Context: an optimization exercise on an open-source flow, tuned for small area and a short achievable clock period. The choices shown serve that exercise and are no tape-out recipe. Where RTL was checked, it was by simulation tests only, not by an equivalence proof against the original. Function not checked in runs 2 and 3: the RTL went through the layout flow alone. Power figures rest on the tool's default switching activity, not on a simulated workload.

==> flow/design.v, too long to show whole: its modules and the start of the top module <==
// module neuron_mac: 732 lines
// module nm_fa: 4 lines
// module nm_ha: 4 lines
// module nm_add1: 3 lines
// module nm_add8c: 38 lines
module neuron_mac #(
    parameter int BITS       = 32,
    parameter int NUM_INPUTS = 3,
    parameter int W_BITS     = 16,
    parameter int B_BITS     = 32
) (
    input  logic                     clk,
    input  logic                     rst,
    input  logic                     start,
    input  logic                     in_valid,
    output logic                     in_ready,
    input  logic signed [BITS-1:0]   x_in,
    input  logic                     w_we,
    input  logic [7:0]               w_addr,
    input  logic signed [W_BITS-1:0] w_data,
    input  logic                     bias_we,
    input  logic signed [B_BITS-1:0] bias_data,
    output logic [BITS+24:0]         mult_sum_out,
    output logic [31:0]              counter,
    output logic                     out_valid
);
  // ...
==> flow/flow/run.sh <==
#!/bin/bash
set -euo pipefail
MARGIN=7
TNS=10
bash standard.sh SETUP_SLACK_MARGIN=$MARGIN TNS_END_PERCENT=$TNS finish > make_finish.log 2>&1
==> flow/standard.sh <==
#!/bin/bash
# synth_recipe.tcl (not shown) runs the flow's synth.tcl, then flattens the netlist and writes it again
# the make line also repeats each setting of config.mk as NAME=value (left out here)
make -C /OpenROAD-flow-scripts/flow DESIGN_CONFIG=/design/flow/config.mk WORK_HOME=/design/flow/orfs CLKGATE_MAP_FILE= SYNTH_SCRIPT=/design/flow/synth_recipe.tcl "${@:-finish}"
==> flow/config.mk <==
export PLATFORM = sky130hd
export DESIGN_NAME = neuron_mac
export DESIGN_NICKNAME = neuron_mac
export VERILOG_FILES = /design/flow/design.v
export SDC_FILE = /design/flow/constraint.sdc
export NUM_CORES = 4
export LEC_CHECK = 0
export CAP_MARGIN = 20
export CORE_MARGIN = 2
export CORE_UTILIZATION = 45
export SLEW_MARGIN = 20
export SYNTH_HIERARCHICAL = 1
==> flow/constraint.sdc <==
create_clock -name core_clock -period 11.0 [get_ports {clk}]
set_input_delay 2.2000 -clock core_clock [delete_from_list [all_inputs] [get_ports {clk}]]
set_output_delay 2.2000 -clock core_clock [all_outputs]
set_load 0.01 [all_outputs]
==> impl_metrics.yaml, run 1 <==
clocking:
  cts_max_path_buffers: 3
  htreeDepth: 1
sta:
  max_slew_margin_pct: 34.18
  rsz0062_at_grt: "true"
  max_freq_mhz: 202.9
  fin_ws_ns: 6.072
  drv_slew: 0
  hold_viol_final: 0
finish:
  area_growth_pct: 16.52
  multi_input_area_um2: 14940
  drive_gt1_share_pct: 18.86
  reg_top3: "acc_s (49), sum_q (49)"
  clkbuf_count: 41
  fin_nets: 2460
  seq_cell_count: 251
critical_path:
  critPathMaxFanout: 16
  worstReg2RegEnd: "sum_q[29]$_DFFE_PP0P_"
  crit_arrival_ns: 5.40
  worstSetupEndpoint: "sum_q[29]$_DFFE_PP0P_"
  worstReg2RegStart: "x_q[22]$_DFF_P_"
run_status:
  status: "no timing/DRC/antenna violations"
die:
  die-area_um2: 49750
  io_pins: 185
drt:
  routed-via-count: 15220
  drt_iter0_markers: 1274
  top_layer: "met4"
  firstDrtPassIters: 6
power_and_ir_drop:
  power.density_nw_per_um2: 175.2
  swShare_pct: 37.15
  combPwrFrac_pct: 45.5
  seqPwrFrac_pct: 31.4
  p_int_mw: 2.770
  powerClk_mw: 1.02
grt:
  grt.busiest_layer: "met2"
  first_global_vias: 16580
job:
  drv_cap: 0
placement:
  dp.cells: 2570
yosys:
  synth_top_family_by_area: "adder cells"
min_path:
  worstHoldPathType: "reg -> reg"
==> module nm_add8c, before the edit <==
module nm_add8c (input logic [7:0] a, input logic [7:0] b, output logic [7:0] s, output logic co);
    logic [7:0] g0, p0;
    assign g0 = a & b;
    assign p0 = a ^ b;
    wire g1_1 = g0[1] | (p0[1] & g0[0]);
    wire p1_1 = p0[1] & p0[0];
    wire g1_3 = g0[3] | (p0[3] & g0[2]);
    wire p1_3 = p0[3] & p0[2];
    wire g1_5 = g0[5] | (p0[5] & g0[4]);
    wire p1_5 = p0[5] & p0[4];
    wire g1_7 = g0[7] | (p0[7] & g0[6]);
    wire p1_7 = p0[7] & p0[6];
    wire g2_2 = g0[2] | (p0[2] & g1_1);
    wire p2_2 = p0[2] & p1_1;
    wire g2_3 = g1_3 | (p1_3 & g1_1);
    wire p2_3 = p1_3 & p1_1;
    wire g2_6 = g0[6] | (p0[6] & g1_5);
    wire p2_6 = p0[6] & p1_5;
    wire g2_7 = g1_7 | (p1_7 & g1_5);
    wire p2_7 = p1_7 & p1_5;
    wire g3_4 = g0[4] | (p0[4] & g2_3);
    wire p3_4 = p0[4] & p2_3;
    wire g3_5 = g1_5 | (p1_5 & g2_3);
    wire p3_5 = p1_5 & p2_3;
    wire g3_6 = g2_6 | (p2_6 & g2_3);
    wire p3_6 = p2_6 & p2_3;
    wire g3_7 = g2_7 | (p2_7 & g2_3);
    wire p3_7 = p2_7 & p2_3;
    assign s[0] = p0[0];
    assign s[1] = p0[1] ^ g0[0];
    assign s[2] = p0[2] ^ g1_1;
    assign s[3] = p0[3] ^ g2_2;
    assign s[4] = p0[4] ^ g2_3;
    assign s[5] = p0[5] ^ g3_4;
    assign s[6] = p0[6] ^ g3_5;
    assign s[7] = p0[7] ^ g3_6;
    assign co = g3_7;
endmodule
==> run 2, diff against run 1 <==
--- a/flow/design.v
+++ b/flow/design.v
@@ -682,74 +682,83 @@
     assign res[0] = sum_q[0];
     assign res[1] = sum_q[1];
     assign res[2] = sum_q[2];
     assign res[3] = sum_q[3];
     assign res[4] = sum_q[4];
     assign res[5] = sum_q[5];
     assign res[6] = sum_q[6];
     assign res[7] = sum_q[7];
-    assign res[8] = sum_q[8] ^ cin[1];
-    assign res[9] = sum_q[9] ^ (cin[1] & (&sum_q[8:8]));
-    assign res[10] = sum_q[10] ^ (cin[1] & (&sum_q[9:8]));
-    assign res[11] = sum_q[11] ^ (cin[1] & (&sum_q[10:8]));
-    assign res[12] = sum_q[12] ^ (cin[1] & (&sum_q[11:8]));
-    assign res[13] = sum_q[13] ^ (cin[1] & (&sum_q[12:8]));
-    assign res[14] = sum_q[14] ^ (cin[1] & (&sum_q[13:8]));
-    assign res[15] = sum_q[15] ^ (cin[1] & (&sum_q[14:8]));
-    assign res[16] = sum_q[16] ^ cin[2];
-    assign res[17] = sum_q[17] ^ (cin[2] & (&sum_q[16:16]));
-    assign res[18] = sum_q[18] ^ (cin[2] & (&sum_q[17:16]));
-    assign res[19] = sum_q[19] ^ (cin[2] & (&sum_q[18:16]));
-    assign res[20] = sum_q[20] ^ (cin[2] & (&sum_q[19:16]));
-    assign res[21] = sum_q[21] ^ (cin[2] & (&sum_q[20:16]));
-    assign res[22] = sum_q[22] ^ (cin[2] & (&sum_q[21:16]));
-    assign res[23] = sum_q[23] ^ (cin[2] & (&sum_q[22:16]));
-    assign res[24] = sum_q[24] ^ cin[3];
-    assign res[25] = sum_q[25] ^ (cin[3] & (&sum_q[24:24]));
-    assign res[26] = sum_q[26] ^ (cin[3] & (&sum_q[25:24]));
-    assign res[27] = sum_q[27] ^ (cin[3] & (&sum_q[26:24]));
-    assign res[28] = sum_q[28] ^ (cin[3] & (&sum_q[27:24]));
-    assign res[29] = sum_q[29] ^ (cin[3] & (&sum_q[28:24]));
-    assign res[30] = sum_q[30] ^ (cin[3] & (&sum_q[29:24]));
-    assign res[31] = sum_q[31] ^ (cin[3] & (&sum_q[30:24]));
-    assign res[32] = sum_q[32] ^ cin[4];
-    assign res[33] = sum_q[33] ^ (cin[4] & (&sum_q[32:32]));
-    assign res[34] = sum_q[34] ^ (cin[4] & (&sum_q[33:32]));
-    assign res[35] = sum_q[35] ^ (cin[4] & (&sum_q[34:32]));
-    assign res[36] = sum_q[36] ^ (cin[4] & (&sum_q[35:32]));
-    assign res[37] = sum_q[37] ^ (cin[4] & (&sum_q[36:32]));
-    assign res[38] = sum_q[38] ^ (cin[4] & (&sum_q[37:32]));
-    assign res[39] = sum_q[39] ^ (cin[4] & (&sum_q[38:32]));
-    assign res[40] = sum_q[40] ^ cin[5];
-    assign res[41] = sum_q[41] ^ (cin[5] & (&sum_q[40:40]));
-    assign res[42] = sum_q[42] ^ (cin[5] & (&sum_q[41:40]));
-    assign res[43] = sum_q[43] ^ (cin[5] & (&sum_q[42:40]));
-    assign res[44] = sum_q[44] ^ (cin[5] & (&sum_q[43:40]));
-    assign res[45] = sum_q[45] ^ (cin[5] & (&sum_q[44:40]));
-    assign res[46] = sum_q[46] ^ (cin[5] & (&sum_q[45:40]));
-    assign res[47] = sum_q[47] ^ (cin[5] & (&sum_q[46:40]));
-    assign res[48] = sum_q[48] ^ cin[6];
+    nm_x2 u_r8 (.a(sum_q[8]), .b(cin[1]), .y(res[8]));
+    nm_x2 u_r9 (.a(sum_q[9]), .b(cin[1] & (&sum_q[8:8])), .y(res[9]));
+    nm_x2 u_r10 (.a(sum_q[10]), .b(cin[1] & (&sum_q[9:8])), .y(res[10]));
+    nm_x2 u_r11 (.a(sum_q[11]), .b(cin[1] & (&sum_q[10:8])), .y(res[11]));
+    nm_x2 u_r12 (.a(sum_q[12]), .b(cin[1] & (&sum_q[11:8])), .y(res[12]));
+    nm_x2 u_r13 (.a(sum_q[13]), .b(cin[1] & (&sum_q[12:8])), .y(res[13]));
+    nm_x2 u_r14 (.a(sum_q[14]), .b(cin[1] & (&sum_q[13:8])), .y(res[14]));
+    nm_x2 u_r15 (.a(sum_q[15]), .b(cin[1] & (&sum_q[14:8])), .y(res[15]));
+    nm_x2 u_r16 (.a(sum_q[16]), .b(cin[2]), .y(res[16]));
+    nm_x2 u_r17 (.a(sum_q[17]), .b(cin[2] & (&sum_q[16:16])), .y(res[17]));
+    nm_x2 u_r18 (.a(sum_q[18]), .b(cin[2] & (&sum_q[17:16])), .y(res[18]));
+    nm_x2 u_r19 (.a(sum_q[19]), .b(cin[2] & (&sum_q[18:16])), .y(res[19]));
+    nm_x2 u_r20 (.a(sum_q[20]), .b(cin[2] & (&sum_q[19:16])), .y(res[20]));
+    nm_x2 u_r21 (.a(sum_q[21]), .b(cin[2] & (&sum_q[20:16])), .y(res[21]));
+    nm_x2 u_r22 (.a(sum_q[22]), .b(cin[2] & (&sum_q[21:16])), .y(res[22]));
+    nm_x2 u_r23 (.a(sum_q[23]), .b(cin[2] & (&sum_q[22:16])), .y(res[23]));
+    nm_x2 u_r24 (.a(sum_q[24]), .b(cin[3]), .y(res[24]));
+    nm_x2 u_r25 (.a(sum_q[25]), .b(cin[3] & (&sum_q[24:24])), .y(res[25]));
+    nm_x2 u_r26 (.a(sum_q[26]), .b(cin[3] & (&sum_q[25:24])), .y(res[26]));
+    nm_x2 u_r27 (.a(sum_q[27]), .b(cin[3] & (&sum_q[26:24])), .y(res[27]));
+    nm_x2 u_r28 (.a(sum_q[28]), .b(cin[3] & (&sum_q[27:24])), .y(res[28]));
+    nm_x2 u_r29 (.a(sum_q[29]), .b(cin[3] & (&sum_q[28:24])), .y(res[29]));
+    nm_x2 u_r30 (.a(sum_q[30]), .b(cin[3] & (&sum_q[29:24])), .y(res[30]));
+    nm_x2 u_r31 (.a(sum_q[31]), .b(cin[3] & (&sum_q[30:24])), .y(res[31]));
+    nm_x2 u_r32 (.a(sum_q[32]), .b(cin[4]), .y(res[32]));
+    nm_x2 u_r33 (.a(sum_q[33]), .b(cin[4] & (&sum_q[32:32])), .y(res[33]));
+    nm_x2 u_r34 (.a(sum_q[34]), .b(cin[4] & (&sum_q[33:32])), .y(res[34]));
+    nm_x2 u_r35 (.a(sum_q[35]), .b(cin[4] & (&sum_q[34:32])), .y(res[35]));
+    nm_x2 u_r36 (.a(sum_q[36]), .b(cin[4] & (&sum_q[35:32])), .y(res[36]));
+    nm_x2 u_r37 (.a(sum_q[37]), .b(cin[4] & (&sum_q[36:32])), .y(res[37]));
+    nm_x2 u_r38 (.a(sum_q[38]), .b(cin[4] & (&sum_q[37:32])), .y(res[38]));
+    nm_x2 u_r39 (.a(sum_q[39]), .b(cin[4] & (&sum_q[38:32])), .y(res[39]));
+    nm_x2 u_r40 (.a(sum_q[40]), .b(cin[5]), .y(res[40]));
+    nm_x2 u_r41 (.a(sum_q[41]), .b(cin[5] & (&sum_q[40:40])), .y(res[41]));
+    nm_x2 u_r42 (.a(sum_q[42]), .b(cin[5] & (&sum_q[41:40])), .y(res[42]));
+    nm_x2 u_r43 (.a(sum_q[43]), .b(cin[5] & (&sum_q[42:40])), .y(res[43]));
+    nm_x2 u_r44 (.a(sum_q[44]), .b(cin[5] & (&sum_q[43:40])), .y(res[44]));
+    nm_x2 u_r45 (.a(sum_q[45]), .b(cin[5] & (&sum_q[44:40])), .y(res[45]));
+    nm_x2 u_r46 (.a(sum_q[46]), .b(cin[5] & (&sum_q[45:40])), .y(res[46]));
+    nm_x2 u_r47 (.a(sum_q[47]), .b(cin[5] & (&sum_q[46:40])), .y(res[47]));
+    nm_x2 u_r48 (.a(sum_q[48]), .b(cin[6]), .y(res[48]));
     assign mult_sum_out = {{(57-W){res[W-1]}}, res};
 endmodule
 module nm_fa (input logic a, input logic b, input logic c, output logic s, output logic co);
     assign s  = a ^ b ^ c;
     assign co = (a & b) | (a & c) | (b & c);
 endmodule
+module nm_x2 (input logic a, input logic b, output logic y);
+    assign y = a ^ b;
+endmodule
 module nm_ha (input logic a, input logic b, output logic s, output logic co);
     assign s  = a ^ b;
     assign co = a & b;
 endmodule
 module nm_add1 (input logic [0:0] a, input logic [0:0] b, output logic [0:0] s);
     assign s = a ^ b;
 endmodule
 module nm_add8c (input logic [7:0] a, input logic [7:0] b, output logic [7:0] s, output logic co);
     logic [7:0] g0, p0;
-    assign g0 = a & b;
-    assign p0 = a ^ b;
+    nm_ha u_gp0 (.a(a[0]), .b(b[0]), .s(p0[0]), .co(g0[0]));
+    nm_ha u_gp1 (.a(a[1]), .b(b[1]), .s(p0[1]), .co(g0[1]));
+    nm_ha u_gp2 (.a(a[2]), .b(b[2]), .s(p0[2]), .co(g0[2]));
+    nm_ha u_gp3 (.a(a[3]), .b(b[3]), .s(p0[3]), .co(g0[3]));
+    nm_ha u_gp4 (.a(a[4]), .b(b[4]), .s(p0[4]), .co(g0[4]));
+    nm_ha u_gp5 (.a(a[5]), .b(b[5]), .s(p0[5]), .co(g0[5]));
+    nm_ha u_gp6 (.a(a[6]), .b(b[6]), .s(p0[6]), .co(g0[6]));
+    nm_ha u_gp7 (.a(a[7]), .b(b[7]), .s(p0[7]), .co(g0[7]));
     wire g1_1 = g0[1] | (p0[1] & g0[0]);
     wire p1_1 = p0[1] & p0[0];
     wire g1_3 = g0[3] | (p0[3] & g0[2]);
     wire p1_3 = p0[3] & p0[2];
     wire g1_5 = g0[5] | (p0[5] & g0[4]);
     wire p1_5 = p0[5] & p0[4];
     wire g1_7 = g0[7] | (p0[7] & g0[6]);
     wire p1_7 = p0[7] & p0[6];
@@ -765,17 +774,17 @@
     wire p3_4 = p0[4] & p2_3;
     wire g3_5 = g1_5 | (p1_5 & g2_3);
     wire p3_5 = p1_5 & p2_3;
     wire g3_6 = g2_6 | (p2_6 & g2_3);
     wire p3_6 = p2_6 & p2_3;
     wire g3_7 = g2_7 | (p2_7 & g2_3);
     wire p3_7 = p2_7 & p2_3;
     assign s[0] = p0[0];
-    assign s[1] = p0[1] ^ g0[0];
-    assign s[2] = p0[2] ^ g1_1;
-    assign s[3] = p0[3] ^ g2_2;
-    assign s[4] = p0[4] ^ g2_3;
-    assign s[5] = p0[5] ^ g3_4;
-    assign s[6] = p0[6] ^ g3_5;
-    assign s[7] = p0[7] ^ g3_6;
+    nm_x2 u_s1 (.a(p0[1]), .b(g0[0]), .y(s[1]));
+    nm_x2 u_s2 (.a(p0[2]), .b(g1_1), .y(s[2]));
+    nm_x2 u_s3 (.a(p0[3]), .b(g2_2), .y(s[3]));
+    nm_x2 u_s4 (.a(p0[4]), .b(g2_3), .y(s[4]));
+    nm_x2 u_s5 (.a(p0[5]), .b(g3_4), .y(s[5]));
+    nm_x2 u_s6 (.a(p0[6]), .b(g3_5), .y(s[6]));
+    nm_x2 u_s7 (.a(p0[7]), .b(g3_6), .y(s[7]));
     assign co = g3_7;
 endmodule
==> flow/flow/run.sh (replaced) <==
#!/bin/bash
# Own flow: the standard layout (standard.sh, with the standard synthesis unchanged), with
#  - every port still buffered by buffer_ports, with a plain buffer cell instead of the delay
#    buffer it picks by default.
# make's full output goes to make_finish.log; each ORFS step logs to orfs/logs/.
set -euo pipefail
MARGIN=7
TNS=10
BUFCELL=sky130_fd_sc_hd__buf_1
bash standard.sh SETUP_SLACK_MARGIN=$MARGIN TNS_END_PERCENT=$TNS \
  "BUFFER_PORTS_ARGS=-buffer_cell $BUFCELL" finish > make_finish.log 2>&1
==> run 2 against run 1 <==
Effect of this change: critical path type unchanged; worst setup slack gained 0.099 ns; flip-flop and latch count is the same; area after synthesis is essentially flat; utilization shrank 2.2 points; sequential power is essentially flat; clock skew grew 0.0038 ns; clock-buffer cell count grew 3; combinational power shrank 8%; routed wire length shrank 2.8%; highest routed layer unchanged; still clean on timing, DRC and antenna; largest power group unchanged; cell area shrank 4.1%.
==> impl_metrics.yaml, run 2 <==
run_status:
  status: "no timing/DRC/antenna violations"
finish:
  fin_nets: 2458
  area_growth_pct: 11.79
  drive_gt1_share_pct: 18.46
  reg_top3: "acc_s (49), sum_q (49)"
  finalInstanceArea_um2: 24130
  fin_util_pct: 50.76
  fillers: 4203
  n_antenna_cell: 0
  final_common_cell: "xnor2_1"
  layout_common_cells: "xnor2_1 (252), a22oi_1 (242), fa_1 (217)"
  finalNonFillerCells: 2674
critical_path:
  slowest_delay_ns: 0.50
  r2r_cells: 15
  cp.buffers_inverters: 2
  crit_start: "one_q[0]$_DFF_P_"
  worstReg2RegStart: "one_q[0]$_DFF_P_"
  path_cells: "buf_4 > clkbuf_16 > a22oi_1 > xnor2_1 > ha_1 > fa_1 > fa_1 > fa_1 > fa_1 > ha_2 > and2_1 > a31o_1 > or3_4 > xor2_2 > mux2_2"
  reg2reg_slack_ns: 6.17
  crit_arrival_ns: 5.30
  worstReg2RegEnd: "sum_q[31]$_DFFE_PP0P_"
  critical_path_depth: 15
  critPathMaxFanout: 7
  setup.worst_path.start_class: "flip-flop"
  cpMostUsedCell: "fa_1"
  crit_family: "adder cells"
  worstSetupEndpoint: "sum_q[31]$_DFFE_PP0P_"
  critical-path-slowest-cell: "fa_1"
  worstPathRequired_ns: 11.47
  crit_type: "reg -> reg"
  cp-end-kind: "flip-flop"
grt:
  antenna_found_initial: 1
  overflow: 0
  track_usage_pct: 23.62
  first_global_vias: 16050
  grt_max_degree: 61
  grt_pass1_wl_um: 92090
placement:
  port_buffers: 154
  hpwl_um: 39590
  pre_cts_slack_ns: 5.832
  dpl_cell_area_um2: 22190
  dp.cells: 2591
  gp_congestion: 0.8383
yosys:
  synth-edff-count: 0
  synth.largest_area_cell: "fa_1"
  ys_ff_latch: 251
  syn_inst: 1996
  yosysSeqAreaShare_pct: 26.50
  synthTopCellsByCount: "xnor2_1 (257), a22oi_1 (248), fa_1 (229)"
  synth_area_um2: 21590
  ys_warn_count: 7
  synth_top_area_share_pct: 21.24
  ys_async_sr_fraction_pct: 55.38
  synth-main-ff-cell: "dfrtp_1"
  synth_area_leaders: "fa_1 (21%), dfrtp_1 (16%), xnor2_1 (10%)"
  avgSynthCellArea_um2: 10.82
  synth_most_common_cell: "xnor2_1"
  yosysUniqueCellTypes: 54
drt:
  post_drt_via_cell_ratio: 5.705
  firstDrtPassIters: 6
  drt_iter0_markers: 1306
  routedWlPerCell_um: 22.00
  routed-via-count: 15260
  drc: 0
  ant_nets: 0
  wirelength_um: 58820
sta:
  whs_ns: 0.4895
  fin_crit_ns: 4.829
  hold_viol_final: 0
  drv_slew: 0
  rsz0062_at_grt: "true"
  max_slew_margin_pct: 27.83
  worstMarginPinSlew_ns: 1.082
  max_freq_mhz: 207.1
  setup_tns_ns: 0
  min_period_over_period_pct: 43.90
  finClkSkew_ns: 0.02953
  finalSetupViolCount: 0
  fin_ws_ns: 6.171
min_path:
  holdPathStages: 1
  worstHoldPathType: "reg -> reg"
  min_from: "w1_q[9]$_DFFE_PP0P_"
power_and_ir_drop:
  power.density_nw_per_um2: 171.4
  p_leak_nw: 10.78
  totalPowerFinal_mw: 4.137
  peakVddDrop_uv: 120.2
die:
  io_pins: 185
  die-area_um2: 49740
  die_height_um: 223.0
  core_um2: 47550
  die_w_um: 223.0
  initial_core_util_pct: 45.40
  rows: 80
clocking:
  numClockSinks: 251
  clk_root_buffer_cell: "clkbuf_16"
  tritoncts: "done"
  cts_max_path_buffers: 3
  clk_pin_slew_ns: 0.06
  numCtsBuffers: 28
  insertion_delay_ns: 0.60
  htreeDepth: 1
job:
  drv_cap: 0
==> run 2: changes by cell type after synthesis, moves of 12 or more <==
cell	change
a21o_1	+12
and2_1	+14
fa_1	-18
inv_1	-25
xnor2_1	-31
xor2_1	+60
==> run 2: power breakdown <==
group	switching, mW	leakage (nW)	internal (mW)
Combinational	1.00	7.62	0.833
Clock	0.397	0.435	0.529
Sequential	0.202	2.73	1.17
==> run 2: worst reg2reg max path, delay by kind of cell, from the launching register on <==
family                     cells  cell delay, ns
buffers and inverters          2            0.31
and+or+nand+nor                2            0.52
muxes                          1            0.27
xor gates and xnor gates       2            0.39
AOI/OAI and AO/OA              2            0.40
DFF                            1            0.36
adders and majority gates      6            2.47
==> run 2: kinds of logic after synthesis <==
kind of cell	count (synthesis)	share of synthesized area, %
DFF	251	26.50
other	1	0.01737
AOI/OAI and AO/OA	375	12.70
muxes	147	7.575
and+or+nand+nor	293	6.724
buffers and inverters	254	5.460
xor gates and xnor gates	349	14.16
adders and majority gates	326	26.86
==> run 2: layer usage <==
layer	wire length, µm	global-route usage [%]
met3	4128	4.043
met4	1480	6.885
met1	24870	31.99
met2	28340	38.94
met5	0	0
==> run 2: final cells by class <==
type	instances	area (µm²)	area share, %
Inverter	22	86.33	0.3578
Clock inverter	7	87.58	0.3629
Sequential cell	251	5823	24.13
Tap cell	615	769.5	3.189
Multi-Input combinational cell	1520	15240	63.14
Clock buffer	44	810.8	3.360
Timing Repair Buffer	215	1318	5.460
==> run 2: per-module statistics from Yosys (local to each module, per instance) <==
module / area (µm²) / times used / flip-flops and latches
neuron_mac: 14400 / 1 / 251
nm_add1: 8.758 / 1 / 0
nm_add8c: 137.6 / 6 / 0
nm_fa: 20.02 / 229 / 0
nm_ha: 12.51 / 83 / 0
nm_x2: 8.758 / 83 / 0
==> run 2: repair_timing <==
item / CTS / global route
hold buffers: 0 / 0
setup endpoints to repair: 124 / 122
pin swaps: 15 / 44
cloned: 2 / 2
gates resized for setup: 73 / 110
setup buffers: 10 / 17
endpoints found under the hold margin: 0 / 0
==> run 2: worst min path at each step <==
stage,endpoint,slack (ns)
floorplan,w1_q[9]$_DFFE_PP0P_,0.46
global placement,w1_q[9]$_DFFE_PP0P_,0.47
detailed placement,w1_q[9]$_DFFE_PP0P_,0.48
CTS,w1_q[9]$_DFFE_PP0P_,0.49
global route,bias_q[28]$_DFF_PP0_,0.50
finish,w1_q[9]$_DFFE_PP0P_,0.49
==> module nm_fa, before the edit <==
module nm_fa (input logic a, input logic b, input logic c, output logic s, output logic co);
    assign s  = a ^ b ^ c;
    assign co = (a & b) | (a & c) | (b & c);
endmodule
==> run 3, diff against run 2 <==
--- a/flow/design.v
+++ b/flow/design.v
@@ -732,6 +732,11 @@
 endmodule
 module nm_fa (input logic a, input logic b, input logic c, output logic s, output logic co);
-    assign s  = a ^ b ^ c;
-    assign co = (a & b) | (a & c) | (b & c);
+    logic t;
+    nm_x2  u_x0 (.a(a), .b(b), .y(t));
+    nm_x2  u_x1 (.a(t), .b(c), .y(s));
+    nm_maj u_m (.a(a), .b(b), .c(c), .y(co));
+endmodule
+module nm_maj (input logic a, input logic b, input logic c, output logic y);
+    assign y = (a & b) | (a & c) | (b & c);
 endmodule
 module nm_x2 (input logic a, input logic b, output logic y);
==> run 3 against run 2 <==
Effect of this change: still clean; via count is 21% higher; flip-flop and latch count stayed put; routed wire length is 16% higher; utilization is 3.0 points higher; die area is 9.1% higher; non-clock buffer count is 90 higher; largest cell class unchanged.
==> impl_metrics.yaml, run 3 <==
finish:
  finalInstanceArea_um2: 27750
  fin_nets: 2779
  fin_util_pct: 53.77
  finalNonFillerCells: 3292
  drive_gt1_share_pct: 29.40
  fillers: 4654
  area_growth_pct: 17.64
  layout_common_cells: "xor2_1 (514), xnor2_1 (236), maj3_2 (229)"
  reg_top3: "acc_s (49), sum_q (49)"
  final_common_cell: "xor2_1"
  n_antenna_cell: 0
sta:
  drv_slew: 0
  max_freq_mhz: 208.8
  worstMarginPinSlew_ns: 0.9620
  hold_viol_final: 0
  whs_ns: 0.4943
  fin_ws_ns: 6.211
  fin_crit_ns: 4.789
  finClkSkew_ns: 0.03041
  rsz0062_at_grt: "true"
  setup_tns_ns: 0
  min_period_over_period_pct: 43.54
  max_slew_margin_pct: 35.80
  finalSetupViolCount: 0
power_and_ir_drop:
  p_leak_nw: 13.85
  totalPowerFinal_mw: 4.500
  seqPwrFrac_pct: 30.6
  power_frac_clock_pct: 22.9
  p_sw_mw: 1.809
  power.density_nw_per_um2: 162.1
  peakVddDrop_uv: 138.3
  swShare_pct: 40.20
  combPwrFrac_pct: 46.5
  p_int_mw: 2.691
job:
  drv_cap: 0
critical_path:
  critPathMaxFanout: 9
  reg2reg_slack_ns: 6.74
  crit_family: "compound AO/OA/AOI/OAI gates"
  worstSetupEndpoint: "mult_sum_out[54]"
  crit_start: "sum_q[13]$_DFFE_PP0P_"
  cp-end-kind: "primary output"
  critical_path_depth: 8
  crit_arrival_ns: 2.59
  setup.worst_path.start_class: "flip-flop"
  worstPathRequired_ns: 8.80
  critical-path-slowest-cell: "dfrtp_1"
  cp.buffers_inverters: 2
  worstReg2RegStart: "one_q[1]$_DFF_P_"
  slowest_delay_ns: 0.38
  r2r_cells: 17
  crit_type: "reg -> out"
  worstReg2RegEnd: "sum_q[23]$_DFFE_PP0P_"
  path_cells: "and3_4 > a41o_4 > o211a_4 > a2bb2oi_4 > o31ai_4 > xor2_2 > buf_6 > buf_2"
placement:
  dpl_cell_area_um2: 24280
  pre_cts_slack_ns: 6.014
  dp.cells: 3114
  port_buffers: 154
  hpwl_um: 43150
  gp_congestion: 0.8312
drt:
  wirelength_um: 68170
  firstDrtPassIters: 6
  post_drt_via_cell_ratio: 5.591
  ant_nets: 0
  drc: 0
  routedWlPerCell_um: 20.71
  drt_iter0_markers: 1352
  routed-via-count: 18410
yosys:
  synthTopCellsByCount: "xor2_1 (550), xnor2_1 (257), a22oi_1 (248)"
  avgSynthCellArea_um2: 9.614
  synth.largest_area_cell: "xor2_1"
  yosysUniqueCellTypes: 54
  yosysSeqAreaShare_pct: 24.25
  synth_most_common_cell: "xor2_1"
  synth-main-ff-cell: "dfrtp_1"
  synth_area_leaders: "xor2_1 (20%), dfrtp_1 (15%), maj3_2 (11%)"
  synth_area_um2: 23590
  syn_inst: 2454
  synth_top_area_share_pct: 20.42
  ys_async_sr_fraction_pct: 55.38
  ys_warn_count: 7
  ys_ff_latch: 251
  synth-edff-count: 0
grt:
  antenna_found_initial: 0
  grt_pass1_wl_um: 99290
  first_global_vias: 18030
  track_usage_pct: 23.00
  overflow: 0
  grt_max_degree: 72
clocking:
  clk_pin_slew_ns: 0.06
  htreeDepth: 1
  numCtsBuffers: 30
  insertion_delay_ns: 0.61
  clk_root_buffer_cell: "clkbuf_16"
  numClockSinks: 251
  tritoncts: "done"
  cts_max_path_buffers: 3
die:
  die_height_um: 233.0
  core_um2: 51610
  die-area_um2: 54280
  initial_core_util_pct: 45.71
  rows: 83
  io_pins: 185
  die_w_um: 233.0
min_path:
  worstHoldPathType: "reg -> reg"
run_status:
  status: "no timing/DRC/antenna violations"
==> run 3: cell count changes in the layout (fill, tap and decap cells not counted), moves of 16 or more <==
cell / change
fa_1: -217
xor2_1: +427
buf_4: +71
a22oi_2: +21
xor2_2: +31
a22oi_1: -21
maj3_2: +229
xnor2_2: +16
dfxtp_4: +18
xnor2_1: -16
==> run 3: what timing repair did <==
item,CTS,global route
gates cloned,0,12
endpoints found under the setup margin,99,117
pin swaps,11,169
setup buffers,15,95
resized for setup,26,272
hold buffers,0,0
==> run 3: area by class of cell <==
class	count	area [µm²]	share of cell area (%)
clock buffers	42	825.8	2.975
clock inverters	14	187.7	0.6762
inverters	22	86.33	0.3111
multi-input cells	1978	17600	63.43
flip-flops and latches	251	5877	21.17
well taps	680	850.8	3.066
repair buffers	305	2322	8.367
==> run 3: power by group through the flow <==
stage | Combinational (mW) | Clock [mW] | Sequential, mW
2_1_floorplan | 1.54 | 0 | 1.30
3_3_place_gp | 1.84 | 0 | 1.39
3_5_place_dp | 1.88 | 0 | 1.40
4_1_cts | 1.93 | 1.05 | 1.38
5_1_grt | 2.32 | 1.09 | 1.40
6_report | 2.09 | 1.03 | 1.38
==> run 3: modules after synthesis (local to each module, per instance), excerpt <==
module,area (µm²),times used
nm_add8c,137.6,6
nm_ha,12.51,83
nm_x2,8.758,541
nm_add1,8.758,1
neuron_mac,14400,1
nm_maj,11.26,229
==> run 3: cell families after synthesis <==
| kind of cell | count (synthesis) | synth area share [%] |
|---|---|---|
| DFF | 251 | 24.25 |
| adders and majority gates | 326 | 16.07 |
| other | 1 | 0.01589 |
| and+or+nand+nor | 293 | 6.152 |
| buffers and inverters | 254 | 4.996 |
| muxes | 147 | 6.931 |
| xor gates and xnor gates | 807 | 29.96 |
| AOI/OAI and AO/OA | 375 | 11.62 |
==> run 3: routing by layer <==
layer	global-route usage, %	part of all wire, %
met1	30.39	43
met2	38.10	47
met3	3.554	6.8
met4	7.902	3.2
met5	0	0
==> run 3: worst min-delay path by stage <==
stage                         start  cells after the start              endpoint
2_1_floorplan   w1_q[9]$_DFFE_PP0P_                      1   w1_q[9]$_DFFE_PP0P_
3_3_place_gp    w1_q[9]$_DFFE_PP0P_                      1   w1_q[9]$_DFFE_PP0P_
3_5_place_dp   bias_q[31]$_DFF_PP0_                      1  bias_q[31]$_DFF_PP0_
4_1_cts        bias_q[14]$_DFF_PP0_                      1  bias_q[14]$_DFF_PP0_
5_1_grt         bias_q[7]$_DFF_PP0_                      1   bias_q[7]$_DFF_PP0_
6_report       bias_q[13]$_DFF_PP0_                      1  bias_q[13]$_DFF_PP0_
==> run 3: worst register-to-register path, cell delays in order (launching register included) <==
cell and delay [ns]:
dfxtp_4 0.37, buf_12 0.16, buf_4 0.16, a22oi_2 0.19
xnor2_1 0.18, xor2_1 0.20, xor2_1 0.13, buf_4 0.16
maj3_2 0.34, maj3_2 0.34, xor2_1 0.18, xor2_1 0.29
ha_4 0.26, a21o_1 0.19, a31o_1 0.21, or3_4 0.37
xor2_2 0.16, mux2_2 0.26

port drivers added, routing unchanged:
The flow's constraints put no driver on any port. The routed layouts listed below were extracted and timed again, unchanged, in two steps. Step 1: set_driving_cell puts a clkbuf_16 on clk and a buf_2 on each other input, an assumption about the parent block. Step 2 adds t to the input delays and takes it off the output delays; t is the mean of the earliest and latest rising clock arrival at the registers after step 1. Input paths then give back, and output paths get back, about the clock's delay inside the block. Three values: ideal, step 1, step 2; two values: the first two.
run | t, ns | setup slack, ns | clock arrival spread, ns | slew at the worst register clock pin (ns) | cell pins on the clock port's net
run 1 | 0.637 | 6.072 / 6.061 / 6.072 | 0.026 / 0.025 | 0.07 / 0.07 | 1
run 2 | 0.644 | 6.171 / 6.171 / 6.171 | 0.031 / 0.030 | 0.06 / 0.06 | 1
run 3 | 0.655 | 6.211 / 6.155 / 6.741 | 0.030 / 0.031 | 0.07 / 0.07 | 1
After both steps setup and hold are still met in every run listed.
